What follows belongs to an exercise in optimizing a design on an open flow for small area and a short achievable clock period; a production flow would make more cautious choices.
Where RTL was checked, it was by simulation tests only, not by an equivalence proof against the original.
Only the layout flow was run in runs 1 to 5; the RTL was not checked for function there.
No activity file was given, so power comes from the tool's default toggle rates.

### config.mk
export PLATFORM = sky130hd
export DESIGN_NAME = mips_exec_stage
export DESIGN_NICKNAME = mips_exec_stage
export VERILOG_FILES = /design/flow/design.v
export SDC_FILE = /design/flow/constraint.sdc
export NUM_CORES = 4
export LEC_CHECK = 0
export CAP_MARGIN = 20
export CORE_MARGIN = 2
export CORE_UTILIZATION = 25
export SETUP_SLACK_MARGIN = 2.5
export SLEW_MARGIN = 20
export BUFFER_PORTS_ARGS = -buffer_cell sky130_fd_sc_hd__buf_1
### constraint.sdc
create_clock -name core_clock -period 8.0 [get_ports {clk}]
set_input_delay 1.6000 -clock core_clock [delete_from_list [all_inputs] [get_ports {clk}]]
set_output_delay 1.6000 -clock core_clock [all_outputs]
set_load 0.01 [all_outputs]
### design.v
package mips_pkg;
  localparam int WORD_W     = 32;
  localparam int REG_ADDR_W = 5;
  localparam int PC_W       = 30;   
  localparam logic [REG_ADDR_W-1:0] LINK_REG = 5'd31;
  typedef enum logic [5:0] {
    OP_RTYPE  = 6'b000000,
    OP_REGIMM = 6'b000001,   
    OP_J      = 6'b000010,
    OP_JAL    = 6'b000011,
    OP_BEQ    = 6'b000100,
    OP_BNE    = 6'b000101,
    OP_BLEZ   = 6'b000110,
    OP_BGTZ   = 6'b000111,
    OP_ADDI   = 6'b001000,
    OP_ADDIU  = 6'b001001,
    OP_SLTI   = 6'b001010,
    OP_SLTIU  = 6'b001011,
    OP_ANDI   = 6'b001100,
    OP_ORI    = 6'b001101,
    OP_XORI   = 6'b001110,
    OP_LUI    = 6'b001111
  } opcode_e;
  typedef enum logic [5:0] {
    FN_SLL  = 6'b000000,
    FN_SRL  = 6'b000010,
    FN_SRA  = 6'b000011,
    FN_SLLV = 6'b000100,
    FN_SRLV = 6'b000110,
    FN_SRAV = 6'b000111,
    FN_JR   = 6'b001000,
    FN_JALR = 6'b001001,
    FN_ADD  = 6'b100000,
    FN_ADDU = 6'b100001,
    FN_SUB  = 6'b100010,
    FN_SUBU = 6'b100011,
    FN_AND  = 6'b100100,
    FN_OR   = 6'b100101,
    FN_XOR  = 6'b100110,
    FN_NOR  = 6'b100111,
    FN_SLT  = 6'b101010,
    FN_SLTU = 6'b101011
  } func_e;
  typedef enum logic [3:0] {
    ALU_ADD, ALU_SUB, ALU_SLL, ALU_SRL, ALU_SRA, ALU_AND,
    ALU_OR, ALU_XOR, ALU_NOR, ALU_SLT, ALU_SLTU, ALU_LUI
  } alu_mode_e;
  typedef enum logic [3:0] {
    BR_NONE, BR_BEQ, BR_BNE, BR_BLEZ, BR_BGTZ, BR_BLTZ,
    BR_BGEZ, BR_J, BR_JAL, BR_JR, BR_JALR
  } branch_e;
  typedef enum logic [3:0] {
    EXC_RI = 4'd10,
    EXC_OV = 4'd12
  } excode_e;
endpackage
`timescale 1ns/1ns
import mips_pkg::*;
module mips_field_decode
(
  input  logic [WORD_W-1:0]     instr,
  output logic                  imm_op,      
  output logic                  imm_sext,    
  output logic                  sub,         
  output logic                  sh_var,      
  output logic                  sh_left,
  output logic                  sh_arith,
  output logic [1:0]            lop,         
  output logic                  sel_sum,
  output logic                  sel_logic,
  output logic                  sel_less,
  output logic                  less_uns,
  output logic                  sel_sll,
  output logic                  sel_sr,
  output logic                  sel_lui,
  output logic                  sel_link,
  output logic                  br_r,        
  output logic                  br_regimm,   
  output logic                  br_j,        
  output logic                  br_eq,       
  output logic                  br_lez,      
  output logic                  br_inv,      
  output logic                  br_target,   
  output logic                  tgt_jr,
  output logic                  tgt_j,
  output logic                  writes_reg,
  output logic [REG_ADDR_W-1:0] waddr,
  output logic                  checks_ov,
  output logic                  reserved
);
  logic [5:0] op;
  logic [5:0] fn;
  logic [4:0] f_rt;
  logic [4:0] f_rd;
  logic       op_lo0;    
  logic       r_t;       
  logic       i_t;       
  logic       jal;
  logic       fn_ok;
  logic       wr;
  assign op   = instr[31:26];
  assign fn   = instr[5:0];
  assign f_rt = instr[20:16];
  assign f_rd = instr[15:11];
  assign op_lo0 = (op[3:0] == 4'b0000);
  assign r_t    = op_lo0;
  assign i_t    = op[3];
  assign jal    = (op[3:0] == 4'b0011);
  always_comb
  begin
    case (fn)
      6'h00, 6'h02, 6'h03, 6'h04, 6'h06, 6'h07, 6'h08, 6'h09,
      6'h20, 6'h21, 6'h22, 6'h23, 6'h24, 6'h25, 6'h26, 6'h27,
      6'h2a, 6'h2b: fn_ok = 1'b1;
      default:      fn_ok = 1'b0;
    endcase
  end
  always_comb
  begin
    reserved = 1'b0;
    if (op[5:4] != 2'b00)
      reserved = 1'b1;
    else if (op[3:0] == 4'b0000)
      reserved = ~fn_ok;
    else if (op[3:0] == 4'b0001)
      reserved = (f_rt[4:1] != 4'b0000);
  end
  assign imm_op   = i_t;
  assign imm_sext = ~op[2];
  assign sub      = (r_t & fn[5] & fn[1] & ~fn[2]) | (i_t & ~op[2] & op[1]);
  assign sh_var   = fn[2];
  assign sh_left  = ~fn[1];
  assign sh_arith = fn[0];
  assign lop      = i_t ? op[1:0] : fn[1:0];
  assign sel_sum   = (r_t & fn[5] & ~fn[3] & ~fn[2]) | (i_t & ~op[2] & ~op[1]);
  assign sel_logic = (r_t & fn[5] & ~fn[3] & fn[2]) | (i_t & op[2] & ~(op[1] & op[0]));
  assign sel_less  = (r_t & fn[5] & fn[3]) | (i_t & ~op[2] & op[1]);
  assign less_uns  = i_t ? op[0] : fn[0];
  assign sel_sll   = r_t & ~fn[5] & ~fn[3] & ~fn[1];
  assign sel_sr    = r_t & ~fn[5] & ~fn[3] & fn[1];
  assign sel_lui   = i_t & (op[2:0] == 3'b111);
  assign sel_link  = (r_t & ~fn[5] & fn[3]) | jal;
  assign br_r      = r_t & ~fn[5] & fn[3];
  assign br_regimm = (op[3:0] == 4'b0001);
  assign br_j      = (op[3:1] == 3'b001);
  assign br_eq     = (op[3:1] == 3'b010);
  assign br_lez    = (op[3:1] == 3'b011);
  assign br_inv    = br_regimm ? f_rt[0] : op[0];
  assign br_target = (op[5:3] == 3'b000) &
                     ((op[2:0] == 3'b000) ? (fn[5:1] == 5'b00100) :
                      (op[2:0] == 3'b001) ? (f_rt[4:1] == 4'b0000) : 1'b1);
  assign tgt_jr    = ~op[2] & ~op[1] & ~op[0];
  assign tgt_j     = ~op[2] & op[1];
  assign wr         = (r_t & ~(~fn[5] & fn[3] & ~fn[0])) | i_t | jal;
  assign waddr      = op[3] ? f_rt : (f_rd | {5{op[0]}});
  assign writes_reg = wr & (waddr != 5'd0);
  assign checks_ov  = (r_t & fn[5] & ~fn[3] & ~fn[2] & ~fn[0]) |
                      (op[3] & ~op[2] & ~op[1] & ~op[0]);
endmodule
`timescale 1ns/1ns
import mips_pkg::*;
module mips_alu
#(
  parameter int ADDER = 0    
)
(
  input  logic [WORD_W-1:0] rs_data,
  input  logic [WORD_W-1:0] rt_data,
  input  logic [15:0]       imm,
  input  logic [4:0]        sa,
  input  logic              imm_op,
  input  logic              imm_sext,
  input  logic              sub,
  input  logic              sh_var,
  input  logic              sh_left,
  input  logic              sh_arith,
  input  logic [1:0]        lop,
  input  logic              sel_sum,
  input  logic              sel_logic,
  input  logic              sel_less,
  input  logic              less_uns,
  input  logic              sel_sll,
  input  logic              sel_sr,
  input  logic              sel_lui,
  output logic [WORD_W-1:0] result,
  output logic              overflow,
  output logic              equal
);
  localparam int N = WORD_W;
  logic [N-1:0] a;
  logic [N-1:0] b;
  logic [N-1:0] bx;
  logic [N-1:0] p;
  logic [N-1:0] g;
  logic [N:0]   c;       
  logic [N-1:0] sum;
  logic         less;
  logic [N-1:0] logic_r;
  assign a = rs_data;
  assign b = imm_op ? {{16{imm_sext & imm[15]}}, imm} : rt_data;
  assign bx = b ^ {N{sub}};
  assign p  = a ^ bx;
  assign g  = a & bx;
  logic [N-1:0] gc;
  mips_prefix #(.W(N), .ARCH(ADDER)) i_prefix (
    .g  ({g[N-1:1], g[0] | (p[0] & sub)}),
    .p  (p),
    .gc (gc)
  );
  assign c[N:1] = gc;
  assign c[0] = sub;
  assign sum  = p ^ c[N-1:0];
  assign overflow = c[N-1] ^ c[N];
  assign less  = less_uns ? ~c[N] : (p[N-1] ^ c[N]);
  assign equal = ~|p;
  logic lg_g;
  logic lg_p;
  logic lg_n;
  assign lg_g = sel_logic & ~lop[1];
  assign lg_p = sel_logic & (lop[1] ^ lop[0]);
  assign lg_n = sel_logic & lop[1] & lop[0];
  assign logic_r = ({N{lg_g}} & g) | ({N{lg_p}} & p) | ({N{lg_n}} & ~(p | g));
  logic [4:0]   shamt;
  logic [N-1:0] sh_in;
  logic [N-1:0] sh_out;
  logic         fill;
  assign shamt = sh_var ? rs_data[4:0] : sa;
  assign fill  = sh_arith & rt_data[N-1];
  always_comb
  begin
    for (int i = 0; i < N; i++)
      sh_in[i] = sh_left ? rt_data[N-1-i] : rt_data[i];
  end
  logic [N-1:0] s1, s2, s3, s4;
  assign s1     = shamt[4] ? {{16{fill}}, sh_in[N-1:16]} : sh_in;
  assign s2     = shamt[3] ? {{8{fill}},  s1[N-1:8]}     : s1;
  assign s3     = shamt[2] ? {{4{fill}},  s2[N-1:4]}     : s2;
  assign s4     = shamt[1] ? {{2{fill}},  s3[N-1:2]}     : s3;
  assign sh_out = shamt[0] ? {fill,       s4[N-1:1]}     : s4;
  logic [N-1:0] sh_rev;
  always_comb
  begin
    for (int i = 0; i < N; i++)
      sh_rev[i] = sh_out[N-1-i];
  end
  assign result = ({N{sel_sum}}   & sum)
                | logic_r
                | ({N{sel_less}}  & {{(N-1){1'b0}}, less})
                | ({N{sel_sll}}   & sh_rev)
                | ({N{sel_sr}}    & sh_out)
                | ({N{sel_lui}}   & {imm, 16'h0000});
endmodule
module mips_prefix
#(
  parameter int W    = 32,
  parameter int ARCH = 0    
)
(
  input  logic [W-1:0] g,
  input  logic [W-1:0] p,
  output logic [W-1:0] gc
);
  localparam int LG = $clog2(W);
  generate
    if (ARCH == 3)
    begin : g_rip
      logic [W-1:0] r;
      assign r[0] = g[0];
      for (genvar i = 1; i < W; i++)
      begin : g_bit
        assign r[i] = g[i] | (p[i] & r[i-1]);
      end
      assign gc = r;
    end
    else if (ARCH == 1)
    begin : g_bk
      logic [W-1:0] gu [0:LG];
      logic [W-1:0] pu [0:LG];
      logic [W-1:0] gd [0:LG];
      assign gu[0] = g;
      assign pu[0] = p;
      for (genvar l = 0; l < LG; l++)
      begin : g_up
        for (genvar i = 0; i < W; i++)
        begin : g_bit
          if (((i + 1) % (2 << l)) == 0)
          begin : g_op
            assign gu[l+1][i] = gu[l][i] | (pu[l][i] & gu[l][i - (1 << l)]);
            assign pu[l+1][i] = pu[l][i] & pu[l][i - (1 << l)];
          end
          else
          begin : g_cp
            assign gu[l+1][i] = gu[l][i];
            assign pu[l+1][i] = pu[l][i];
          end
        end
      end
      assign gd[0] = gu[LG];
      for (genvar k = 0; k < LG - 1; k++)
      begin : g_dn
        localparam int L = LG - 2 - k;
        for (genvar i = 0; i < W; i++)
        begin : g_bit
          if ((i >= (3 << L) - 1) && (((i + 1 - (1 << L)) % (2 << L)) == 0))
          begin : g_op
            assign gd[k+1][i] = gd[k][i] | (pu[LG][i] & gd[k][i - (1 << L)]);
          end
          else
          begin : g_cp
            assign gd[k+1][i] = gd[k][i];
          end
        end
      end
      assign gc = gd[LG-1];
    end
    else
    begin : g_log
      logic [W-1:0] gl [0:LG];
      logic [W-1:0] pl [0:LG];
      assign gl[0] = g;
      assign pl[0] = p;
      for (genvar l = 0; l < LG; l++)
      begin : g_lvl
        for (genvar i = 0; i < W; i++)
        begin : g_bit
          localparam int J = (ARCH == 0) ? ((i >> l) << l) - 1 : i - (1 << l);
          if ((ARCH == 0) ? (((i >> l) & 1) == 1) : (i >= (1 << l)))
          begin : g_op
            assign gl[l+1][i] = gl[l][i] | (pl[l][i] & gl[l][J]);
            assign pl[l+1][i] = pl[l][i] & pl[l][J];
          end
          else
          begin : g_cp
            assign gl[l+1][i] = gl[l][i];
            assign pl[l+1][i] = pl[l][i];
          end
        end
      end
      assign gc = gl[LG];
    end
  endgenerate
endmodule
`timescale 1ns/1ns
import mips_pkg::*;
module mips_branch_unit
#(
  parameter int ADDER = 1
)
(
  input  logic [WORD_W-1:0] rs_data,
  input  logic              equal,
  input  logic [15:0]       branch_offset,
  input  logic [25:0]       jump_index,
  input  logic [PC_W-1:0]   pc_crnt,
  input  logic [PC_W-1:0]   pc_next,
  input  logic              br_r,
  input  logic              br_regimm,
  input  logic              br_j,
  input  logic              br_eq,
  input  logic              br_lez,
  input  logic              br_inv,
  input  logic              br_target,
  input  logic              tgt_jr,
  input  logic              tgt_j,
  output logic              taken,
  output logic [PC_W-1:0]   pc_wdata    
);
  logic            rs_neg;
  logic            rs_zero;
  logic [PC_W-1:0] bta;
  logic [PC_W-1:0] target;
  assign rs_neg  = rs_data[WORD_W-1];
  assign rs_zero = ~|rs_data;
  assign taken = br_r | br_j
               | (br_regimm & (rs_neg ^ br_inv))
               | (br_eq     & (equal ^ br_inv))
               | (br_lez    & ((rs_neg | rs_zero) ^ br_inv));
  logic [16:0]      lo;
  logic             up_step;
  logic [PC_W-17:0] q;
  logic [PC_W-17:0] run;
  logic [15:0]      lg;
  logic [15:0]      lp;
  logic [15:0]      lc;
  assign lg = pc_next[15:0] & branch_offset;
  assign lp = pc_next[15:0] ^ branch_offset;
  mips_prefix #(.W(16), .ARCH(ADDER)) i_prefix (
    .g  (lg),
    .p  (lp),
    .gc (lc)
  );
  assign lo      = {lc[15], lp ^ {lc[14:0], 1'b0}};
  assign up_step = lo[16] ^ branch_offset[15];
  assign q       = pc_next[PC_W-1:16] ^ {(PC_W-16){branch_offset[15]}};
  mips_prefix #(.W(PC_W-16), .ARCH(0)) i_run (
    .g  ({{(PC_W-17){1'b0}}, up_step}),
    .p  ({q[PC_W-18:0], 1'b0}),
    .gc (run)
  );
  assign bta = {pc_next[PC_W-1:16] ^ run, lo[15:0]};
  assign target = tgt_jr ? rs_data[WORD_W-1:2]
                : tgt_j  ? {pc_crnt[PC_W-1:PC_W-4], jump_index}
                :          bta;
  assign pc_wdata = br_target ? target : PC_W'(32'h2000_0000);
endmodule
`timescale 1ns/1ns
import mips_pkg::*;
module mips_commit
#(
  parameter bit MERGE_EPC = 1'b0
)
(
  input  logic                  clk,
  input  logic                  rst_n,
  input  logic                  instr_valid,
  input  logic                  writes_reg,
  input  logic [REG_ADDR_W-1:0] waddr,
  input  logic                  checks_ov,
  input  logic                  reserved,
  input  logic                  link,        
  input  logic [WORD_W-1:0]     alu_result,
  input  logic                  overflow,
  input  logic                  taken,
  input  logic [PC_W-1:0]       pc_wdata,
  input  logic [PC_W-1:0]       pc_crnt,
  input  logic                  cause_bd,
  input  logic                  exl,
  output logic                  greg_wen,
  output logic [REG_ADDR_W-1:0] greg_waddr,
  output logic [WORD_W-1:0]     greg_wdata,
  output logic                  pcreg_wen,
  output logic [PC_W-1:0]       pcreg_wdata,
  output logic                  exception,
  output logic                  cause_wen,
  output logic [3:0]            cause_excode,
  output logic                  epc_wen,
  output logic [WORD_W-1:0]     epc_data
);
  logic            trap;    
  logic            exc;
  logic [PC_W-1:0] epc_word;
  logic [PC_W-1:0] zrun;
  logic            exc_q;
  logic            xwen_q;
  logic [2:1]      excode_q;
  assign trap = reserved | (checks_ov & overflow);
  assign exc  = instr_valid & trap;
  mips_prefix #(.W(PC_W), .ARCH(0)) i_zrun (
    .g  ({{(PC_W-1){1'b0}}, cause_bd & ~(link & ~reserved)}),
    .p  ({~pc_crnt[PC_W-2:0], 1'b0}),
    .gc (zrun)
  );
  assign epc_word = pc_crnt ^ zrun;
  always_ff @(posedge clk)
  begin
    if (!rst_n)
    begin
      greg_wen  <= 1'b0;
      pcreg_wen <= 1'b0;
      exc_q     <= 1'b0;
      xwen_q    <= 1'b0;
    end
    else
    begin
      greg_wen  <= instr_valid & writes_reg & ~trap;
      pcreg_wen <= instr_valid & (trap | taken);
      exc_q     <= exc;
      xwen_q    <= exc & ~exl;   
    end
  end
  assign exception = exc_q;
  assign cause_wen = xwen_q;
  assign epc_wen   = xwen_q;
  always_ff @(posedge clk)
  begin
    greg_waddr  <= waddr;
    pcreg_wdata <= pc_wdata;
    excode_q    <= {~reserved, reserved};
  end
  assign cause_excode = {1'b1, excode_q, 1'b0};
  generate
    if (MERGE_EPC)
    begin : g_merge
      logic [WORD_W-1:0] wdata_q;
      always_ff @(posedge clk)
        wdata_q <= (trap | link) ? {epc_word, 2'b00} : alu_result;
      assign greg_wdata = wdata_q;
      assign epc_data   = wdata_q;
    end
    else
    begin : g_split
      logic [WORD_W-1:0] wdata_q;
      logic [PC_W-1:0]   epc_q;
      always_ff @(posedge clk)
      begin
        wdata_q <= link ? {pc_crnt, 2'b00} : alu_result;
        epc_q   <= epc_word;
      end
      assign greg_wdata = wdata_q;
      assign epc_data   = {epc_q, 2'b00};
    end
  endgenerate
endmodule
`timescale 1ns/1ns
import mips_pkg::*;
module mips_exec_stage
#(
  parameter logic [31:0] EXCEPT_VEC = 32'h8000_0000
)
(
  input  logic                  clk,
  input  logic                  rst_n,
  input  logic                  instr_valid,
  input  logic [WORD_W-1:0]     instr,
  input  logic [WORD_W-1:0]     rs_data,
  input  logic [WORD_W-1:0]     rt_data,
  input  logic [PC_W-1:0]       pc_crnt,
  input  logic [PC_W-1:0]       pc_next,
  input  logic                  cause_bd,
  input  logic                  exl,
  output logic                  greg_wen,
  output logic [REG_ADDR_W-1:0] greg_waddr,
  output logic [WORD_W-1:0]     greg_wdata,
  output logic                  pcreg_wen,
  output logic [PC_W-1:0]       pcreg_wdata,
  output logic                  exception,
  output logic                  cause_wen,
  output logic [3:0]            cause_excode,
  output logic                  epc_wen,
  output logic [WORD_W-1:0]     epc_data
);
  logic                  imm_op;
  logic                  imm_sext;
  logic                  sub;
  logic                  sh_var;
  logic                  sh_left;
  logic                  sh_arith;
  logic [1:0]            lop;
  logic                  sel_sum;
  logic                  sel_logic;
  logic                  sel_less;
  logic                  less_uns;
  logic                  sel_sll;
  logic                  sel_sr;
  logic                  sel_lui;
  logic                  sel_link;
  logic                  br_r;
  logic                  br_regimm;
  logic                  br_j;
  logic                  br_eq;
  logic                  br_lez;
  logic                  br_inv;
  logic                  br_target;
  logic                  tgt_jr;
  logic                  tgt_j;
  logic                  writes_reg;
  logic [REG_ADDR_W-1:0] waddr;
  logic                  checks_ov;
  logic                  reserved;
  logic [WORD_W-1:0]     alu_result;
  logic                  overflow;
  logic                  equal;
  logic                  taken;
  logic [PC_W-1:0]       pc_wdata;
  mips_field_decode i_decode (
    .instr      (instr),
    .imm_op     (imm_op),
    .imm_sext   (imm_sext),
    .sub        (sub),
    .sh_var     (sh_var),
    .sh_left    (sh_left),
    .sh_arith   (sh_arith),
    .lop        (lop),
    .sel_sum    (sel_sum),
    .sel_logic  (sel_logic),
    .sel_less   (sel_less),
    .less_uns   (less_uns),
    .sel_sll    (sel_sll),
    .sel_sr     (sel_sr),
    .sel_lui    (sel_lui),
    .sel_link   (sel_link),
    .br_r       (br_r),
    .br_regimm  (br_regimm),
    .br_j       (br_j),
    .br_eq      (br_eq),
    .br_lez     (br_lez),
    .br_inv     (br_inv),
    .br_target  (br_target),
    .tgt_jr     (tgt_jr),
    .tgt_j      (tgt_j),
    .writes_reg (writes_reg),
    .waddr      (waddr),
    .checks_ov  (checks_ov),
    .reserved   (reserved)
  );
  mips_alu i_alu (
    .rs_data   (rs_data),
    .rt_data   (rt_data),
    .imm       (instr[15:0]),
    .sa        (instr[10:6]),
    .imm_op    (imm_op),
    .imm_sext  (imm_sext),
    .sub       (sub),
    .sh_var    (sh_var),
    .sh_left   (sh_left),
    .sh_arith  (sh_arith),
    .lop       (lop),
    .sel_sum   (sel_sum),
    .sel_logic (sel_logic),
    .sel_less  (sel_less),
    .less_uns  (less_uns),
    .sel_sll   (sel_sll),
    .sel_sr    (sel_sr),
    .sel_lui   (sel_lui),
    .result    (alu_result),
    .overflow  (overflow),
    .equal     (equal)
  );
  mips_branch_unit i_branch (
    .rs_data       (rs_data),
    .equal         (equal),
    .branch_offset (instr[15:0]),
    .jump_index    (instr[25:0]),   
    .pc_crnt       (pc_crnt),
    .pc_next       (pc_next),
    .br_r          (br_r),
    .br_regimm     (br_regimm),
    .br_j          (br_j),
    .br_eq         (br_eq),
    .br_lez        (br_lez),
    .br_inv        (br_inv),
    .br_target     (br_target),
    .tgt_jr        (tgt_jr),
    .tgt_j         (tgt_j),
    .taken         (taken),
    .pc_wdata      (pc_wdata)
  );
  mips_commit i_commit (
    .clk          (clk),
    .rst_n        (rst_n),
    .instr_valid  (instr_valid),
    .writes_reg   (writes_reg),
    .waddr        (waddr),
    .checks_ov    (checks_ov),
    .reserved     (reserved),
    .link         (sel_link),
    .alu_result   (alu_result),
    .overflow     (overflow),
    .taken        (taken),
    .pc_wdata     (pc_wdata),
    .pc_crnt      (pc_crnt),
    .cause_bd     (cause_bd),
    .exl          (exl),
    .greg_wen     (greg_wen),
    .greg_waddr   (greg_waddr),
    .greg_wdata   (greg_wdata),
    .pcreg_wen    (pcreg_wen),
    .pcreg_wdata  (pcreg_wdata),
    .exception    (exception),
    .cause_wen    (cause_wen),
    .cause_excode (cause_excode),
    .epc_wen      (epc_wen),
    .epc_data     (epc_data)
  );
endmodule
### flow/run.sh
#!/bin/bash
set -e
echo "export BUFFER_PORTS_ARGS = -buffer_cell sky130_fd_sc_hd__buf_1" >> config.mk
export BUFFER_PORTS_ARGS="-buffer_cell sky130_fd_sc_hd__buf_1"
bash standard.sh > standard.log 2>&1
### standard.sh
#!/bin/bash
# synth_recipe.tcl (not shown) runs the flow's synth.tcl, then flattens the netlist and writes it again
# the make line also repeats each setting of config.mk as NAME=value (left out here)
make -C /OpenROAD-flow-scripts/flow DESIGN_CONFIG=/design/flow/config.mk WORK_HOME=/design/flow/orfs CLKGATE_MAP_FILE= SYNTH_SCRIPT=/design/flow/synth_recipe.tcl "${@:-finish}"
==> results of run 1 <==
==> cells by family (layout without fill, tap and decap cells) <==
kind of cell             count (synthesis)  in the layout  share of synthesized area, %
other                                    2              4                        0.0631
AO/OA/AOI/OAI                          457            457                          26.8
flip-flops                             103            103                          17.3
buffers and inverters                  197            414                          6.89
multiplexers                           130            130                          13.1
AND/OR/NAND/NOR                        455            455                          18.7
adder cells (fa/ha/maj)                 97             97                          11.0
XOR/XNOR                                82             82                          6.10
==> worst max path at each step <==
stage                    from                      endpoint  slack, ns  depth (start not counted)
detailed placement  instr[28]    i_commit.g_split.epc_q[29]       1.37                         15
floorplan           instr[29]  i_commit.g_split.wdata_q[27]       2.54                         15
CTS                 instr[29]    i_commit.g_split.epc_q[29]       2.51                         15
finish               instr[3]    i_commit.g_split.epc_q[29]       2.50                         16
global route         instr[3]    i_commit.g_split.epc_q[29]       2.39                         16
global placement    instr[28]    i_commit.g_split.epc_q[29]       1.43                         15
==> cell usage in the layout, fill, tap and decap left out, types with 17 or more instances in the layout <==
cell	instances
buf_1	258
nor2_1	134
nand2_1	124
dfxtp_1	103
inv_1	87
mux2i_1	86
ha_1	82
a21oi_1	80
o21ai_0	75
xor2_1	53
buf_4	42
a211oi_1	36
nor3_1	34
nand3_1	31
a221oi_1	29
xnor2_1	24
o211ai_1	23
a31oi_1	23
a22oi_1	23
mux2_2	22
nor4_1	19
and3_1	18
a21o_1	17
==> metrics by stage <==
stage / instances / util [%] / hold WS [ns]
floorplan: 1525 / - / 1.68
global placement: 2316 / 28.8 / 1.85
detailed placement: 2316 / 28.8 / 1.85
CTS: 2334 / 29.6 / 1.43
global route: 2349 / 30.2 / 1.43
finish: 2349 / 30.2 / 1.43
==> sequential cells by signal, indices dropped and copies added, names as in the netlist <==
signal and count:
i_commit.exc_q 1, i_commit.excode_q 2, i_commit.g_split.epc_q 30, i_commit.g_split.wdata_q 32, i_commit.greg_waddr 5, i_commit.greg_wen 1, i_commit.pcreg_wdata 30, i_commit.pcreg_wen 1
i_commit.xwen_q 1
==> power groups by stage <==
stage | combinational (uW) | clock (uW) | sequential [uW]
final | 1000 | 475 | 576
after CTS | 954 | 493 | 578
after detailed placement | 937 | 0 | 589
after global routing | 1070 | 513 | 580
after floorplan | 572 | 0 | 603
after global placement | 932 | 0 | 589
==> metal layers <==
layer	GRT usage, %	vias up
met1	32.1	6513
met2	34.9	861
li1	-	6091
met5	0	-
met4	10.8	0
met3	5.14	127
==> timing repair <==
| action | CTS | global route |
|---|---|---|
| resized for setup | 22 | 30 |
| hold endpoints to repair | 0 | 0 |
| setup buffers | 2 | 15 |
| pin swaps | 3 | 8 |
| endpoints found under the setup margin | 40 | 17 |
==> layout make-up <==
| class | count | area, um^2 |
|---|---|---|
| fill | 5101 | 32600 |
| multi-input combinational | 1225 | 9260 |
| sequential | 103 | 2060 |
| timing repair buffer | 309 | 1370 |
| tap | 607 | 759 |
| inverter | 89 | 339 |
| clock buffer | 9 | 225 |
| clock inverter | 7 | 86.3 |
==> impl_metrics.toml, run 1 <==
[route]
wl_um = 60000
wl_per_cell_um = 25.5
via_per_inst = 5.79
drt_iter0_markers = 1598
ant_nets = 0
drt-met1-wl_um = 25900
met2_length_um = 25200
vias = 13592
routed.top_layer = "met4"
drt_pre_antenna_iters = 6
drc = 0
dr_wl_met3_um = 5890

[cells_and_area]
drive_above_1_share_pct = 9.30
area_delta_synth_final_pct = 18.6
layout.nets = 1995
final_area_um2 = 14100
insertedDiodeCount = 0

[logic_synthesis]
synth_most_common_cell = "nor2_1"
synth_top_area_share_pct = 17.3
syn_area_per_cell_um2 = 7.81
async_flop_share_pct = 0
syn_area_um2 = 11900
yosysSeqAreaShare_pct = 17.3
ys_warn_count = 16
netlist_top_cells_area = "dfxtp_1 (17%), ha_1 (8.8%), mux2i_1 (7.6%), nor2_1 (4.3%), xor2_1 (4.2%)"
synth_edf_count = 0
syn_inst = 1523
ys_ff_latch = 103
synth_top_cell_by_area = "dfxtp_1"
synth_cell_type_count = 89
ys.flop_type = "dfxtp_1"
synthTopCellsByCount = "nor2_1 (135), nand2_1 (124), dfxtp_1 (103), mux2i_1 (90), inv_1 (88)"

[clocking]
clock_tree.root_cell = "clkbuf_16"
postCtsHoldBufs = 0
clk_path_buf_depth = 2
cts_htree_levels = 3
cts_tree = "built"
cts_made_buffers = 9
clk_pin_slew_ns = 0.09
cts.sink_count = 103

[grt]
antenna_found_initial = 0
grt_pass1_wl_um = 86600
grt_start_max_net_pins = 53
grtUsageTotal_pct = 23.5
overflow = 0
grt_pass1_vias = 12915

[pwr]
leakage_uw = 0.00556
p_sw_uw = 920
ir_worst_vdd_v = 0.0000918
pwr_density_cell_nw_per_um2 = 145
p_seq_share_pct = 28.1
switching_share_pct = 44.9
power_uw = 2050
p_int_uw = 1130
pwr-share-comb_pct = 48.8
p_clk_share_pct = 23.1

[worst_setup_path]
cp-end-kind = "flip-flop"
crit_type = "in2reg"
crit_path_frequent_cell = "nor4b_4"
cpMaxStageDelayCell = "or4_4"
critPathMaxFanout = 9
slowest_delay_ns = 0.53
startpoint_type = "input port"
cp.required_ns = 8.27
crit_buf_inv = 3
crit_family = "simple AND/OR/NAND/NOR gates"
cp.arrival_ns = 5.77
cp_cell_sequence = "buf_1 > buf_6 > clkinvlp_4 > and3_1 > o21ai_1 > a21oi_2 > o31ai_4 > o21a_1 > ha_1 > or3b_4 > nor4b_4 > nor4b_4 > nand3_4 > or4_4 > or3_4 > xnor2_2"

[timing]
rsz0062_at_grt = "yes"
hold_viol = 0
timing.fmax_mhz = 182
worst_slew_pin_slew_ns = 1.14
drv_slew = 0
tns_ns = 0
min_period_ns = 5.50
setup_violations = 0
fin_ws_ns = 2.50
min_period_over_period_pct = 68.7
slew_headroom_pct = 24.0

[floorplanning]
die_h_um = 222
die_w_um = 222
ios = 269
start_util_pct = 25.4
coreArea_um2 = 46800
fp.dieArea_um2 = 49300
rows = 79

[placement]
dp_hpwl_um = 47100
post_dp_cell_area_um2 = 13500
dp_worst_setup_slack_ns = 1.37
io_buffers = 264
gp_congestion = 1.02

[hold_path]
hold_path.class = "in2reg"
min_to = "i_commit.xwen_q"
hold_start = "exl"
holdPathStages = 2

[flow_run]
maxCapViolCount = 0

[run_status]
status = "finished clean"
==> run 2: changes to the inputs <==
--- a/design.v
+++ b/design.v
@@ -127,7 +127,7 @@
   end
   assign imm_op   = i_t;
   assign imm_sext = ~op[2];
-  assign sub      = (r_t & fn[5] & fn[1] & ~fn[2]) | (i_t & ~op[2] & op[1]);
+  assign sub      = i_t ? op[1] : (fn[1] & ~op[2]);
   assign sh_var   = fn[2];
   assign sh_left  = ~fn[1];
   assign sh_arith = fn[0];
@@ -214,12 +214,15 @@
   assign less  = less_uns ? ~c[N] : (p[N-1] ^ c[N]);
   assign equal = ~|p;
   logic lg_g;
-  logic lg_p;
+  logic lg_o;
+  logic lg_x;
   logic lg_n;
-  assign lg_g = sel_logic & ~lop[1];
-  assign lg_p = sel_logic & (lop[1] ^ lop[0]);
-  assign lg_n = sel_logic & lop[1] & lop[0];
-  assign logic_r = ({N{lg_g}} & g) | ({N{lg_p}} & p) | ({N{lg_n}} & ~(p | g));
+  assign lg_g = sel_logic & (lop == 2'b00);
+  assign lg_o = sel_logic & (lop == 2'b01);
+  assign lg_x = sel_logic & (lop == 2'b10);
+  assign lg_n = sel_logic & (lop == 2'b11);
+  assign logic_r = ({N{lg_g}} & g) | ({N{lg_o}} & (p | g)) | ({N{lg_x}} & ~p)
+                 | ({N{lg_n}} & ~(a | b));
   logic [4:0]   shamt;
   logic [N-1:0] sh_in;
   logic [N-1:0] sh_out;
@@ -407,7 +410,7 @@
 import mips_pkg::*;
 module mips_commit
 #(
-  parameter bit MERGE_EPC = 1'b0
+  parameter bit MERGE_EPC = 1'b1
 )
 (
   input  logic                  clk,
==> impl_metrics.toml, run 2 <==
[clocking]
clk_pin_slew_ns = 0.06
clock_tree.root_cell = "clkbuf_16"
cts.sink_count = 73
cts_htree_levels = 3
postCtsHoldBufs = 0
cts_tree = "built"
clk_path_buf_depth = 2
cts_made_buffers = 9

[worst_setup_path]
cp-end-kind = "flip-flop"
critPathMaxFanout = 8
cp.required_ns = 8.23
cp.arrival_ns = 5.67
crit_type = "in2reg"
startpoint_type = "input port"

[floorplanning]
coreArea_um2 = 45200
ios = 269
start_util_pct = 25.2
rows = 78
fp.dieArea_um2 = 47300
die_h_um = 218
die_w_um = 218

[timing]
timing.fmax_mhz = 184
min_period_over_period_pct = 67.9
hold_viol = 0
setup_violations = 0
fin_ws_ns = 2.57
rsz0062_at_grt = "no"
slew_headroom_pct = 20.1
tns_ns = 0
worst_slew_pin_slew_ns = 1.17
drv_slew = 0
min_period_ns = 5.43

[route]
drt_iter0_markers = 1604
wl_per_cell_um = 25.1
ant_nets = 0
vias = 13362
drt_pre_antenna_iters = 9
wl_um = 58200
drc = 0
via_per_inst = 5.77

[cells_and_area]
n_fill_cell = 4925
top_regs = "i_commit.g_merge.wdata_q x32, i_commit.pcreg_wdata x30, i_commit.greg_waddr x5"
drive_above_1_share_pct = 10.4
layout_commonest_cell = "buf_1"
insertedDiodeCount = 0
final_area_um2 = 13400
layout_common_cells = "buf_1 (259), nand2_1 (136), nor2_1 (121), o21ai_0 (102), mux2i_1 (96)"
largest-register = "i_commit.g_merge.wdata_q"
largest_reg_flops = 32
area_delta_synth_final_pct = 17.6
layout.nets = 1970
stdcell_count = 2317
final_util_pct = 29.7

[grt]
grt_pass1_vias = 12478
grt_pass1_wl_um = 82600
grt_start_max_net_pins = 59
grtUsageTotal_pct = 23.8
overflow = 0
antenna_found_initial = 1

[placement]
io_buffers = 266
dp_worst_setup_slack_ns = 1.76
dp.cells = 2278
gp_congestion = 0.961
post_dp_cell_area_um2 = 12800
dp_hpwl_um = 46600

[logic_synthesis]
synth_cell_type_count = 81
ys_ff_latch = 73
synth_top_area_share_pct = 12.8
yosysSeqAreaShare_pct = 12.8
synthTopCellsByCount = "nand2_1 (136), nor2_1 (124), mux2i_1 (103), o21ai_0 (103), a21oi_1 (87)"
synth_most_common_cell = "nand2_1"
netlist_top_cells_area = "dfxtp_1 (13%), ha_1 (9.2%), mux2i_1 (9.0%), o21ai_0 (4.5%), nand2_1 (4.5%)"
syn_inst = 1522
ys_warn_count = 16
async_flop_share_pct = 0
syn_area_per_cell_um2 = 7.49
syn_area_um2 = 11400
synth_edf_count = 0
ys.flop_type = "dfxtp_1"
synth_top_cell_by_area = "dfxtp_1"

[hold_path]
hold_path.class = "in2reg"
hold_start = "exl"
min_to = "i_commit.xwen_q"
holdPathStages = 2

[pwr]
pwr_density_cell_nw_per_um2 = 146
leakage_uw = 0.00528
ir_worst_vdd_v = 0.000144

[run_status]
status = "finished clean"

[flow_run]
maxCapViolCount = 0
[run 2: changes by cell type in the layout (fill, tap and decap cells not counted), moves of 10 or more]
cell / delta
dfxtp_1: -30
o21ai_0: +27
nor3_1: -16
nor2_1: -13
xnor2_1: +13
nand2_1: +12
a221oi_1: -10
a222oi_1: +10
mux2_2: +10
mux2i_1: +10
o221ai_1: +10
[run 2: layout make-up]
type,count,area (um^2),area share (%)
clock inverters,6,90.1,0.671
well taps,600,751,5.60
multi-input cells,1223,9060,67.5
clock buffers,10,239,1.78
inverters,85,323,2.41
repair buffers,320,1490,11.1
flip-flops and latches,73,1460,10.9
[run 2: worst max path at each step]
stage               startpoint                           end  slack [ns]  cells after the start
CTS                  instr[29]  i_commit.g_merge.wdata_q[22]        2.52                     16
detailed placement   instr[27]  i_commit.g_merge.wdata_q[22]        1.76                     16
floorplan            instr[27]  i_commit.g_merge.wdata_q[18]        2.50                     19
global placement     instr[28]  i_commit.g_merge.wdata_q[20]        1.92                     16
finish               instr[29]   i_commit.g_merge.wdata_q[9]        2.57                     15
global route         instr[15]  i_commit.g_merge.wdata_q[18]        2.52                     18
[run 2: critical path, cell delays in order]
cell and delay (ns):
clkbuf_4 0.19, nand2b_1 0.23, o21a_4 0.28, buf_4 0.16
xor2_1 0.19, fa_1 0.50, a211oi_1 0.24, o21bai_1 0.14
o21ai_2 0.30, inv_1 0.11, fa_1 0.41, a211oi_1 0.24
o21ai_0 0.30, a211oi_1 0.60, mux2i_1 0.16
[run 2: kinds of logic after synthesis]
group | Yosys count | synth area share [%]
and+or+nand+nor | 432 | 18.2
xor gates and xnor gates | 93 | 7.14
DFF | 73 | 12.8
other | 2 | 0.0659
muxes | 148 | 14.7
AOI/OAI and AO/OA | 451 | 26.7
adders and majority gates | 97 | 11.5
buffers and inverters | 226 | 8.92
[run 2: routing by layer]
metal	GRT usage, %	up-vias	share of wire (%)
li1	-	5955	-
met1	30.2	6423	40
met2	38.2	844	45
met3	5.59	140	10
met4	10.5	0	4.7
met5	0	-	0
[run 2: power by group]
group	leakage (uW)	switching (uW)	internal (uW)
registers	0.000604	17.3	390
logic	0.00452	701	377
clock network	0.000159	193	282
total	0.00528	912	1050
[run 2: repair_timing]
action                     4_1_cts  5_1_grt
setup buffers                    3       18
cloned                           0        2
pin swaps                        0        4
resized for setup                9       28
setup endpoints to repair       32       32
[run 2: through the flow]
stage	power (uW)	hold WS (ns)
after global placement	1440	1.77
final	1960	1.39
after CTS	1930	1.37
after detailed placement	1440	1.77
after global routing	2060	1.39
after floorplan	1090	1.68
==> run 3: changes to the inputs <==
--- a/config.mk
+++ b/config.mk
@@ -8,6 +8,6 @@
 export CAP_MARGIN = 20
 export CORE_MARGIN = 2
 export CORE_UTILIZATION = 25
-export SETUP_SLACK_MARGIN = 2.5
+export SETUP_SLACK_MARGIN = 3.0
 export SLEW_MARGIN = 20
 export BUFFER_PORTS_ARGS = -buffer_cell sky130_fd_sc_hd__buf_1
==> impl_metrics.toml, run 3 <==
[cells_and_area]
layout_common_cells = "buf_1 (257), nand2_1 (135), nor2_1 (121), o21ai_0 (95), mux2i_1 (84)"
largest-register = "i_commit.g_merge.wdata_q"
stdcell_count = 2349
n_fill_cell = 4871
multi_input_area_um2 = 9570
ff_latch_area_um2 = 1460
largest_reg_flops = 32
layout.nets = 2001
layout_commonest_cell = "buf_1"
top_regs = "i_commit.g_merge.wdata_q x32, i_commit.pcreg_wdata x30, i_commit.greg_waddr x5"
drive_above_1_share_pct = 15.4
area_delta_synth_final_pct = 25.6

[floorplanning]
rows = 78
start_util_pct = 25.2
fp.dieArea_um2 = 47300
coreArea_um2 = 45200
die_h_um = 218
die_w_um = 218
ios = 269

[clocking]
clk_path_buf_depth = 2
cts_made_buffers = 9
cts_tree = "built"
clk_pin_slew_ns = 0.06
cts_htree_levels = 3
clock_tree.root_cell = "clkbuf_16"
cts.sink_count = 73

[logic_synthesis]
syn_inst = 1522
ys_ff_latch = 73
ys_warn_count = 16
netlist_top_cells_area = "dfxtp_1 (13%), ha_1 (9.2%), mux2i_1 (9.0%), o21ai_0 (4.5%), nand2_1 (4.5%)"
async_flop_share_pct = 0
syn_area_per_cell_um2 = 7.49
ys.flop_type = "dfxtp_1"
synth_top_cell_by_area = "dfxtp_1"
synth_most_common_cell = "nand2_1"
synth_top_area_share_pct = 12.8
synth_edf_count = 0
synth_cell_type_count = 81
synthTopCellsByCount = "nand2_1 (136), nor2_1 (124), mux2i_1 (103), o21ai_0 (103), a21oi_1 (87)"
yosysSeqAreaShare_pct = 12.8
syn_area_um2 = 11400

[worst_setup_path]
cpMaxStageDelayCell = "a222oi_1"
crit_type = "in2reg"
cp.arrival_ns = 5.33
cp.required_ns = 8.25
slowest_delay_ns = 0.84
critPathMaxFanout = 8
cp-end-kind = "flip-flop"
startpoint_type = "input port"
cp_cell_sequence = "clkbuf_16 > nand2b_4 > o21a_4 > buf_8 > xor2_4 > fa_2 > a211oi_2 > o21bai_2 > o21ai_4 > o21bai_1 > a21oi_1 > xnor2_1 > a222oi_1 > o211ai_1 > mux2_4"

[timing]
hold_viol = 0
drv_slew = 0
timing.fmax_mhz = 197
min_period_over_period_pct = 63.5
min_period_ns = 5.08
setup_violations = 0
tns_ns = 0
fin_ws_ns = 2.92
whs_ns = 1.42
rsz0062_at_grt = "yes"
worst_slew_pin_slew_ns = 1.17
slew_headroom_pct = 21.8

[grt]
grtUsageTotal_pct = 24.0
antenna_found_initial = 0
grt_pass1_vias = 12736
grt_pass1_wl_um = 84200
grt_start_max_net_pins = 46
overflow = 0

[placement]
dp.cells = 2281
dp_hpwl_um = 45600
gp_congestion = 0.988
dp_worst_setup_slack_ns = 1.24
io_buffers = 266

[run_status]
status = "finished clean"

[hold_path]
hold_path.class = "in2reg"
holdPathStages = 2

[route]
vias = 13551
wl_per_cell_um = 24.9
drc = 0
ant_nets = 0
drt_pre_antenna_iters = 8
wl_um = 58500
drt_iter0_markers = 1745
via_per_inst = 5.77

[pwr]
power_uw = 1980
ir_worst_vdd_v = 0.000127
leakage_uw = 0.00559
pwr_density_cell_nw_per_um2 = 139

[flow_run]
maxCapViolCount = 0
## run 3: cell counts after synthesis
Identical to the previous run, type by type.
## run 3: per-stage QoR
stage / utilization [%] / instance area [um^2]
2_1_floorplan: - / 11700
3_3_place_gp: 28.6 / 12900
3_5_place_dp: 28.6 / 12900
4_1_cts: 30.7 / 13900
5_1_grt: 31.7 / 14300
6_report: 31.7 / 14300
## run 3: critical path: cells and delay by family
kind / cells / cell delay [ns]
buf+inv: 2 / 0.30
compound gates: 8 / 2.29
fa+ha+maj: 1 / 0.38
simple gates: 1 / 0.16
mux: 1 / 0.32
xor+xnor: 2 / 0.30
## run 3: report_power, final
| part | leakage [uW] | switching [uW] | internal [uW] |
|---|---|---|---|
| logic | 0.00485 | 733 | 441 |
| registers | 0.000604 | 16.4 | 390 |
| clock network | 0.000135 | 185 | 219 |
## run 3: path summary, 6_finish.rpt
path	startpoint	end	slack, ns
hold / removal	exl	i_commit.xwen_q	1.42
setup / recovery	instr[29]	i_commit.g_merge.wdata_q[13]	2.92
## run 3: metal layers
| metal | wire, um | up-vias | share of wire (%) | global-route usage (%) |
|---|---|---|---|---|
| met5 | 0 | - | 0 | 0 |
| li1 | - | 6024 | - | - |
| met2 | 26300 | 880 | 45 | 38.5 |
| met1 | 23600 | 6505 | 40 | 31.2 |
| met4 | 2640 | 0 | 4.5 | 10.1 |
| met3 | 5960 | 142 | 10 | 4.90 |
## run 3: logic make-up after synthesis
family | Yosys count | synth area share (%)
muxes | 148 | 14.7
xor gates and xnor gates | 93 | 7.14
other | 2 | 0.0659
and+or+nand+nor | 432 | 18.2
adders and majority gates | 97 | 11.5
DFF | 73 | 12.8
buffers and inverters | 226 | 8.92
AOI/OAI and AO/OA | 451 | 26.7
## run 3: area by class of cell
type	instances	share of cell area, %
inverters	85	2.32
repair buffers	351	13.4
flip-flops and latches	73	10.2
well taps	600	5.24
clock buffers	10	1.67
diodes	1	0.0175
clock inverters	6	0.297
multi-input cells	1223	66.8
## run 3: timing repair
action,CTS,global route
resized for setup,81,58
hold buffers,0,0
setup buffers,29,17
pin swaps,20,13
cloned,3,2
endpoints found under the setup margin,36,32
==> run 4: changes to the inputs <==
--- a/config.mk
+++ b/config.mk
@@ -8,6 +8,6 @@
 export CAP_MARGIN = 20
 export CORE_MARGIN = 2
 export CORE_UTILIZATION = 25
-export SETUP_SLACK_MARGIN = 3.0
+export SETUP_SLACK_MARGIN = 3.5
 export SLEW_MARGIN = 20
 export BUFFER_PORTS_ARGS = -buffer_cell sky130_fd_sc_hd__buf_1
==> impl_metrics.toml, run 4 <==
[clocking]
clk_pin_slew_ns = 0.06
cts_tree = "built"
clk_path_buf_depth = 2
postCtsHoldBufs = 0
cts_htree_levels = 3
clock_tree.root_cell = "clkbuf_16"
cts_made_buffers = 9
cts.sink_count = 73

[grt]
grt_start_max_net_pins = 46
grt_pass1_wl_um = 85300
grt_pass1_vias = 12808
antenna_found_initial = 0
overflow = 0
grtUsageTotal_pct = 24.5

[logic_synthesis]
synth_most_common_cell = "nand2_1"
synth_mux_area_share_pct = 14.7
synth_simple_gate_area_share_pct = 18.2
synth_xor_area_share_pct = 7.14
synthTopCellsByCount = "nand2_1 (136), nor2_1 (124), mux2i_1 (103), o21ai_0 (103), a21oi_1 (87)"
syn_area_um2 = 11400
synth_top_cell_by_area = "dfxtp_1"
ys_warn_count = 16
synth_fa_ha_area_share_pct = 11.5
synth_top_area_share_pct = 12.8
syn_area_per_cell_um2 = 7.49
yosysSeqAreaShare_pct = 12.8
ys_ff_latch = 73
ys.flop_type = "dfxtp_1"
netlist_top_cells_area = "dfxtp_1 (13%), ha_1 (9.2%), mux2i_1 (9.0%), o21ai_0 (4.5%), nand2_1 (4.5%)"
syn_inst = 1522
async_flop_share_pct = 0
synth_cell_type_count = 81
synth_top_family_by_area = "compound AO/OA/AOI/OAI gates"
synth_edf_count = 0
synth_compound_area_share_pct = 26.7

[timing]
timing.fmax_mhz = 198
min_period_ns = 5.06
worst_slew_pin_slew_ns = 1.13
tns_ns = 0
slew_headroom_pct = 24.6
hold_viol = 0
drv_slew = 0
rsz0062_at_grt = "yes"
min_period_over_period_pct = 63.2
setup_violations = 0
fin_ws_ns = 2.94
whs_ns = 1.45

[route]
wl_um = 59600
vias = 13429
drt_iter0_markers = 1584
drc = 0
via_per_inst = 5.70
ant_nets = 0
drt_pre_antenna_iters = 9
wl_per_cell_um = 25.3

[cells_and_area]
drive_above_1_share_pct = 17.1
layout_commonest_cell = "buf_1"
layout.nets = 2012
insertedDiodeCount = 0
largest-register = "i_commit.g_merge.wdata_q"
largest_reg_flops = 32
area_delta_synth_final_pct = 28.2
n_fill_cell = 4835
layout_common_cells = "buf_1 (253), nand2_1 (135), nor2_1 (121), o21ai_0 (89), mux2i_1 (85)"
final_util_pct = 32.4
top_regs = "i_commit.g_merge.wdata_q x32, i_commit.pcreg_wdata x30, i_commit.greg_waddr x5"

[floorplanning]
rows = 78
fp.dieArea_um2 = 47300
ios = 269
coreArea_um2 = 45200
start_util_pct = 25.2
die_w_um = 218
die_h_um = 218

[placement]
dp_hpwl_um = 46000
gp_congestion = 0.988
io_buffers = 266
dp_worst_setup_slack_ns = 0.985

[pwr]
pwr_density_cell_nw_per_um2 = 143
ir_worst_vdd_v = 0.000130
leakage_uw = 0.00569

[worst_setup_path]
crit_type = "in2reg"
cp.required_ns = 8.24
cp-end-kind = "flip-flop"
cp.arrival_ns = 5.30
critPathMaxFanout = 6
startpoint_type = "input port"

[flow_run]
maxCapViolCount = 0

[hold_path]
hold_start = "exl"
min_to = "i_commit.xwen_q"
holdPathStages = 2
hold_path.class = "in2reg"

[run_status]
status = "finished clean"
==> run 4: cell types whose count changed in the layout (fill, tap and decap cells not counted), sizes merged <==
cell,before,now
clkbuf,15,14
clkinv,4,1
diode,1,0
bufinv,0,3
inv,85,84
buf,343,354
nor2b,8,9
==> run 4: where the power goes <==
| part | total (uW) | internal, uW | leakage (uW) | switching, uW |
|---|---|---|---|---|
| Combinational | 1200 | 451 | 0.00493 | 745 |
| Clock | 484 | 302 | 0.000155 | 182 |
| Sequential | 406 | 390 | 0.000604 | 15.7 |
==> run 4: what timing repair did <==
| item | in CTS | in global routing |
|---|---|---|
| cloned | 4 | 1 |
| buffers inserted | 43 | 18 |
| pin swaps | 25 | 31 |
| resized for setup | 118 | 58 |
| endpoints found under the setup margin | 53 | 46 |
==> run 4: worst max-delay path by stage <==
stage / cells past startpoint / slack [ns] / endpoint / startpoint
2_1_floorplan: 19 / 2.75 / i_commit.g_merge.wdata_q[18] / instr[29]
3_3_place_gp: 14 / 1.13 / i_commit.g_merge.wdata_q[29] / instr[28]
3_5_place_dp: 14 / 0.98 / i_commit.g_merge.wdata_q[0] / instr[28]
4_1_cts: 19 / 2.61 / i_commit.g_merge.wdata_q[29] / instr[1]
5_1_grt: 20 / 2.89 / i_commit.g_merge.wdata_q[28] / instr[1]
6_report: 18 / 2.94 / i_commit.g_merge.wdata_q[29] / instr[1]
==> run 4: critical path, stage by stage <==
cell	delay [ns]
clkbuf_16	0.11
buf_6	0.11
nand2b_4	0.06
o21a_4	0.25
buf_12	0.16
xor2_4	0.19
fa_2	0.42
a211oi_2	0.18
o21bai_1	0.13
o21ai_2	0.26
o31ai_4	0.11
buf_6	0.13
a21o_4	0.23
buf_4	0.14
a32oi_1	0.34
mux2i_1	0.12
a221oi_1	0.57
mux2i_1	0.16
==> run 4: final cells by class <==
| type | count | area [um^2] | share of cell area (%) |
|---|---|---|---|
| clock inverters | 5 | 105 | 0.719 |
| well taps | 600 | 751 | 5.14 |
| inverters | 85 | 332 | 2.27 |
| flip-flops and latches | 73 | 1460 | 10.0 |
| clock buffers | 10 | 229 | 1.57 |
| multi-input cells | 1224 | 9680 | 66.2 |
| repair buffers | 361 | 2060 | 14.1 |
==> run 4: layer usage <==
layer	GRT usage [%]	wire length [um]	share of wire, %	up-vias
met5	0	0	0	-
met4	13.0	3290	5.5	0
met3	6.07	5860	9.8	153
met2	38.5	26600	45	819
met1	30.8	23900	40	6433
li1	-	-	-	6024
==> run 4: stage by stage <==
stage,instance area [um^2],cells,total power (uW)
2_1_floorplan,11700,1522,1110
3_3_place_gp,12900,2277,1440
3_5_place_dp,12900,2277,1450
4_1_cts,14200,2339,2030
5_1_grt,14600,2358,2190
6_report,14600,2358,2090
==> run 4: logic make-up (layout without fill, tap and decap cells) <==
logic type	after synthesis	in the layout
XOR/XNOR	93	93
buffers and inverters	226	461
other	2	2
flip-flops	73	73
adder cells (fa/ha/maj)	97	97
AND/OR/NAND/NOR	432	433
multiplexers	148	148
AO/OA/AOI/OAI	451	451
==> run 5: changes to the inputs <==
--- a/config.mk
+++ b/config.mk
@@ -7,7 +7,7 @@
 export LEC_CHECK = 0
 export CAP_MARGIN = 20
 export CORE_MARGIN = 2
-export CORE_UTILIZATION = 25
-export SETUP_SLACK_MARGIN = 3.5
+export CORE_UTILIZATION = 50
+export SETUP_SLACK_MARGIN = 3.0
 export SLEW_MARGIN = 20
 export BUFFER_PORTS_ARGS = -buffer_cell sky130_fd_sc_hd__buf_1
==> impl_metrics.toml, run 5 <==
[placement]
dp.cells = 1960
gp_congestion = 0.988
io_buffers = 266
dp_hpwl_um = 38400

[logic_synthesis]
ys.flop_type = "dfxtp_1"
synth_compound_area_share_pct = 26.7
synth_top_family_by_area = "compound AO/OA/AOI/OAI gates"
synth_most_common_cell = "nand2_1"
syn_inst = 1522
ys_ff_latch = 73
async_flop_share_pct = 0
synth_top_area_share_pct = 12.8
synth_xor_area_share_pct = 7.14
ys_warn_count = 16
syn_area_um2 = 11400
netlist_top_cells_area = "dfxtp_1 (13%), ha_1 (9.2%), mux2i_1 (9.0%), o21ai_0 (4.5%), nand2_1 (4.5%)"
synth_top_cell_by_area = "dfxtp_1"
synth_fa_ha_area_share_pct = 11.5
synthTopCellsByCount = "nand2_1 (136), nor2_1 (124), mux2i_1 (103), o21ai_0 (103), a21oi_1 (87)"
yosysSeqAreaShare_pct = 12.8
synth_edf_count = 0
syn_area_per_cell_um2 = 7.49
synth_cell_type_count = 81
synth_mux_area_share_pct = 14.7
synth_simple_gate_area_share_pct = 18.2

[pwr]
pwr_density_cell_nw_per_um2 = 143
leakage_uw = 0.00561
ir_worst_vdd_v = 0.000107

[cells_and_area]
top_regs = "i_commit.g_merge.wdata_q x32, i_commit.pcreg_wdata x30, i_commit.greg_waddr x5"
stdcell_count = 2035
area_delta_synth_final_pct = 22.4
drive_above_1_share_pct = 15.8
layout.nets = 2003
insertedDiodeCount = 0
largest-register = "i_commit.g_merge.wdata_q"
layout_common_cells = "buf_1 (252), nand2_1 (134), nor2_1 (121), o21ai_0 (90), mux2i_1 (87)"
largest_reg_flops = 32
layout_commonest_cell = "buf_1"

[worst_setup_path]
crit_family = "compound AO/OA/AOI/OAI gates"
crit_type = "in2reg"
cp.required_ns = 8.25
startpoint_type = "input port"
slowest_delay_ns = 0.36
cpMaxStageDelayCell = "ha_1"
cp-end-kind = "flip-flop"
cp.arrival_ns = 5.22
crit_buf_inv = 6
critPathMaxFanout = 7
cp_cell_sequence = "clkbuf_16 > buf_4 > nand2b_4 > o21a_4 > buf_12 > buf_12 > xor2_1 > inv_1 > ha_1 > a21oi_1 > o21ai_1 > a21oi_2 > o31ai_4 > a21o_4 > a21o_4 > a211oi_4 > nor2b_4 > buf_6 > mux2_2"

[grt]
overflow = 0
grtUsageTotal_pct = 40.6
grt_pass1_wl_um = 73700
grt_pass1_vias = 12123
antenna_found_initial = 1
grt_start_max_net_pins = 46

[run_status]
status = "finished clean"

[clocking]
cts_htree_levels = 3
cts_tree = "built"
clock_tree.root_cell = "clkbuf_16"
clk_pin_slew_ns = 0.08
clk_path_buf_depth = 2
cts.sink_count = 73
cts_made_buffers = 9

[floorplanning]
start_util_pct = 50.7
rows = 55
ios = 269
coreArea_um2 = 22500
fp.dieArea_um2 = 24000
die_h_um = 155
die_w_um = 155

[hold_path]
holdPathStages = 2
hold_start = "exl"
hold_path.class = "in2reg"
min_to = "i_commit.xwen_q"

[route]
ant_nets = 0
drc = 0
vias = 13270
drt_iter0_markers = 1393
wl_per_cell_um = 25.0
via_per_inst = 6.52
wl_um = 50800
drt_pre_antenna_iters = 8

[timing]
min_period_over_period_pct = 62.1
timing.fmax_mhz = 201
worst_slew_pin_slew_ns = 1.22
hold_viol = 0
slew_headroom_pct = 18.4
setup_violations = 0
min_period_ns = 4.97
drv_slew = 0
rsz0062_at_grt = "yes"
tns_ns = 0

[flow_run]
maxCapViolCount = 0
## run 5: cell count changes in the layout (fill, tap and decap cells not counted), sizes merged
cell and change:
buf -10, bufinv -3, clkbuf +1, clkinvlp +1, inv +4, nor2b -1
## run 5: cell families after synthesis
logic type,count (synthesis)
other,2
XOR/XNOR,93
AND/OR/NAND/NOR,432
buffers and inverters,226
adder cells (fa/ha/maj),97
multiplexers,148
flip-flops,73
AO/OA/AOI/OAI,451
## run 5: repair_timing
action	4_1_cts	5_1_grt
pin swaps	15	28
gates resized for setup	80	67
hold buffers	0	0
setup buffers	34	20
gates cloned	3	2
setup endpoints to repair	38	35
## run 5: routing by layer
layer | GRT usage, % | up-vias | part of all wire (%)
met3 | 9.97 | 179 | 11
li1 | - | 6027 | -
met1 | 51.4 | 6220 | 39
met4 | 21.6 | 2 | 6.3
met2 | 64.0 | 842 | 44
met5 | 0 | - | 0.026
## run 5: final cells by class
class                      count  area, um^2
sequential                    73        1460
clock inverter                 7        60.1
tap                          285         357
fill                        2044        8550
multi-input combinational   1223        9510
inverter                      85         332
clock buffer                   9         225
timing repair buffer         353        2010
## run 5: where the power goes
group	total [uW]	switching, uW	internal (uW)
Clock	435	219	217
Sequential	401	11.1	390
Combinational	1160	708	450
Total	1990	938	1060
## run 5: worst max-delay path by stage
stage                          from                           end  slack [ns]  cells past startpoint
after floorplan           instr[29]  i_commit.g_merge.wdata_q[18]        2.75                     19
after global placement    instr[26]  i_commit.g_merge.wdata_q[29]        1.26                     19
after detailed placement  instr[29]  i_commit.g_merge.wdata_q[23]        1.16                     17
after CTS                  instr[1]  i_commit.g_merge.wdata_q[29]        2.99                     20
after global routing       instr[1]  i_commit.g_merge.wdata_q[13]        2.91                     18
final                      instr[1]  i_commit.g_merge.wdata_q[16]        3.03                     19
## run 5: through the flow
step	power (uW)	setup WS, ns	utilization (%)	instance area, um^2	hold slack (ns)
after global placement	1410	1.26	55.4	12500	1.79
after floorplan	1110	2.75	-	11700	1.68
after detailed placement	1410	1.16	55.4	12500	1.80
after global routing	2080	2.91	62.0	14000	1.41
after CTS	1890	2.99	59.9	13500	1.42
final	1990	3.03	62.0	14000	1.42
==> run 6: changes to the inputs <==
--- a/design.v
+++ b/design.v
@@ -263,7 +263,7 @@
   input  logic [W-1:0] p,
   output logic [W-1:0] gc
 );
-  localparam int LG = $clog2(W);
+  localparam int LG = (W <= 2) ? 1 : (W <= 4) ? 2 : (W <= 8) ? 3 : (W <= 16) ? 4 : (W <= 32) ? 5 : 6;
   generate
     if (ARCH == 3)
     begin : g_rip
--- a/config.mk
+++ b/config.mk
@@ -8,6 +8,7 @@
 export CAP_MARGIN = 20
 export CORE_MARGIN = 2
 export CORE_UTILIZATION = 50
+export PLACE_DENSITY = 0.75
 export SETUP_SLACK_MARGIN = 3.0
 export SLEW_MARGIN = 20
 export BUFFER_PORTS_ARGS = -buffer_cell sky130_fd_sc_hd__buf_1
==> impl_metrics.toml, run 6 <==
[run_status]
status = "finished clean"

[pwr]
pwr-share-comb_pct = 57.4
pwr_density_cell_nw_per_um2 = 142
p_clk_share_pct = 22.0
p_seq_share_pct = 20.6
leakage_uw = 0.00551
switching_share_pct = 47.2
ir_worst_vdd_v = 0.0000987
p_int_uw = 1030
power_uw = 1950
p_sw_uw = 920

[clocking]
cts_tree = "built"
postCtsHoldBufs = 0
cts.sink_count = 73
cts_htree_levels = 3
clk_pin_slew_ns = 0.07
clk_path_buf_depth = 2
clock_tree.root_cell = "clkbuf_16"
cts_made_buffers = 9

[cells_and_area]
layout.nets = 1995
drive_above_1_share_pct = 14.8
largest_reg_flops = 32
layout_common_cells = "buf_1 (253), nand2_1 (135), nor2_1 (120), o21ai_0 (93), mux2i_1 (89)"
area_delta_synth_final_pct = 20.4
top_regs = "i_commit.g_merge.wdata_q x32, i_commit.pcreg_wdata x30, i_commit.greg_waddr x5"
insertedDiodeCount = 0
layout_commonest_cell = "buf_1"
largest-register = "i_commit.g_merge.wdata_q"

[timing]
hold_viol = 0
tns_ns = 0
timing.fmax_mhz = 199
fin_ws_ns = 2.98
slew_headroom_pct = 27.0
min_period_ns = 5.02
drv_slew = 0
worst_slew_pin_slew_ns = 1.09
min_period_over_period_pct = 62.7
rsz0062_at_grt = "yes"
setup_violations = 0

[worst_setup_path]
cp.required_ns = 8.24
cp-startpoint = "instr[29]"
critPathMaxFanout = 15
slowest_delay_ns = 0.75
cp_cell_sequence = "buf_8 > nand2b_4 > o21a_4 > buf_8 > xor2_4 > fa_2 > a211oi_2 > o21bai_1 > o21ai_2 > buf_4 > o21bai_1 > a21oi_2 > xnor2_1 > a222oi_1 > o211ai_1 > mux2_2"
cpMaxStageDelayCell = "a222oi_1"
cp.arrival_ns = 5.25
crit_cells = 16
crit_buf_inv = 3
crit_family = "compound AO/OA/AOI/OAI gates"
cp-end-kind = "flip-flop"
crit_end = "i_commit.g_merge.wdata_q[13]"
crit_type = "in2reg"
startpoint_type = "input port"

[route]
drc = 0
ant_nets = 0
wl_um = 52100
drt_iter0_markers = 1702
vias = 13550
drt_pre_antenna_iters = 8
via_per_inst = 6.68
wl_per_cell_um = 25.7

[hold_path]
hold_path.class = "in2reg"

[floorplanning]
start_util_pct = 50.7
die_w_um = 155
coreArea_um2 = 22500
rows = 55
ios = 269
fp.dieArea_um2 = 24000
die_h_um = 155

[logic_synthesis]
ys.flop_type = "dfxtp_1"
syn_area_um2 = 11400
synth_most_common_cell = "nand2_1"
synth_edf_count = 0
synth_top_cell_by_area = "dfxtp_1"
synthTopCellsByCount = "nand2_1 (136), nor2_1 (124), mux2i_1 (103), o21ai_0 (103), a21oi_1 (87)"
synth_top_area_share_pct = 12.8
yosysSeqAreaShare_pct = 12.8
ys_warn_count = 16
netlist_top_cells_area = "dfxtp_1 (13%), ha_1 (9.2%), mux2i_1 (9.0%), o21ai_0 (4.5%), nand2_1 (4.5%)"
syn_area_per_cell_um2 = 7.49
ys_ff_latch = 73
async_flop_share_pct = 0
syn_inst = 1522
synth_cell_type_count = 81

[grt]
grtUsageTotal_pct = 42.1
overflow = 0
grt_start_max_net_pins = 66
antenna_found_initial = 2
grt_pass1_wl_um = 77000
grt_pass1_vias = 12624

[placement]
dp_worst_setup_slack_ns = 1.34
io_buffers = 266
dp_hpwl_um = 39200
gp_congestion = 1.01

[flow_run]
maxCapViolCount = 0
run 6: cell counts after synthesis:
Identical to the previous run, type by type.
run 6: layout make-up:
| cell class | instances | area (um^2) |
|---|---|---|
| Clock inverter | 7 | 60.1 |
| Clock buffer | 9 | 225 |
| Multi-Input combinational cell | 1223 | 9460 |
| Sequential cell | 73 | 1460 |
| Inverter | 85 | 332 |
| Timing Repair Buffer | 345 | 1830 |
| Fill cell | 2048 | 8770 |
| Tap cell | 285 | 357 |
run 6: worst min-delay path by stage:
| stage | endpoint | start | depth (start not counted) |
|---|---|---|---|
| after detailed placement | i_commit.xwen_q | exl | 2 |
| after global routing | i_commit.xwen_q | exl | 2 |
| after CTS | i_commit.xwen_q | exl | 2 |
| after global placement | i_commit.xwen_q | exl | 2 |
| after floorplan | i_commit.xwen_q | exl | 1 |
| final | i_commit.xwen_q | exl | 2 |
run 6: power by group through the flow:
stage	combinational (uW)	clock, uW	sequential (uW)
2_1_floorplan	685	0	422
3_3_place_gp	985	0	410
3_5_place_dp	990	0	410
4_1_cts	1040	430	402
5_1_grt	1190	440	404
6_report	1120	429	402
run 6: kinds of logic after synthesis:
logic type               share of synthesized area, %
flip-flops                                       12.8
AND/OR/NAND/NOR                                  18.2
AO/OA/AOI/OAI                                    26.7
multiplexers                                     14.7
other                                          0.0659
buffers and inverters                            8.92
XOR/XNOR                                         7.14
adder cells (fa/ha/maj)                          11.5
run 6: routing by layer:
| metal | vias to the layer above | global-route usage [%] | wire length (um) | share of wire (%) |
|---|---|---|---|---|
| li1 | 6012 | - | - | - |
| met1 | 6348 | 52.7 | 19400 | 37 |
| met2 | 986 | 65.2 | 22800 | 44 |
| met3 | 204 | 11.0 | 6300 | 12 |
| met4 | 0 | 25.1 | 3660 | 7.0 |
| met5 | - | 0 | 0 | 0 |
run 6: per-stage QoR:
| step | std cells | utilization (%) | hold slack, ns | cell area (um^2) |
|---|---|---|---|---|
| 6_report | 2027 | 61.0 | 1.46 | 13700 |
| 3_3_place_gp | 1961 | 55.4 | 1.81 | 12500 |
| 3_5_place_dp | 1961 | 55.4 | 1.80 | 12500 |
| 2_1_floorplan | 1522 | - | 1.68 | 11700 |
| 5_1_grt | 2027 | 61.0 | 1.46 | 13700 |
| 4_1_cts | 2011 | 59.1 | 1.43 | 13300 |
run 6: timing repair:
action,4_1_cts,5_1_grt
resized for setup,56,76
setup endpoints to repair,38,42
gates cloned,3,0
pin swaps,13,23
buffers inserted,31,16

==> what the ideal ports hide <==
In the flow no input, the clock included, has a driving cell. The finished layouts below were timed again as built, in two steps.
Step 1 assumes that a clkbuf_16 drives the clock port and a buf_2 every other input.
Step 2 also shifts input and output timing later by t, the mid clock arrival at the registers, as if the neighbouring blocks saw the same clock.
a / b / c = no drivers / after step 1 / after step 2; a / b = the first two.
run | t, ns | setup slack, ns | clock arrival spread, ns | worst slew at a driven data input, ns
run 1 | 0.436 | 2.501 / 2.527 / 2.091 | 0.015 / 0.014 | 0.07
run 2 | 0.435 | 2.566 / 2.570 / 2.135 | 0.018 / 0.018 | 0.08
run 3 | 0.420 | 2.921 / 2.913 / 2.493 | 0.014 / 0.014 | 0.08
run 4 | 0.441 | 2.942 / 2.937 / 2.496 | 0.013 / 0.013 | 0.07
run 5 | 0.410 | 3.033 / 3.017 / 2.607 | 0.019 / 0.019 | 0.07
run 6 | 0.401 | 2.983 / 2.985 / 2.584 | 0.018 / 0.018 | 0.07
After both steps every run listed still meets setup and hold. For run 4, which loses most, drivers alone change the setup slack by -0.005 ns; drivers and shift together by -0.446 ns.
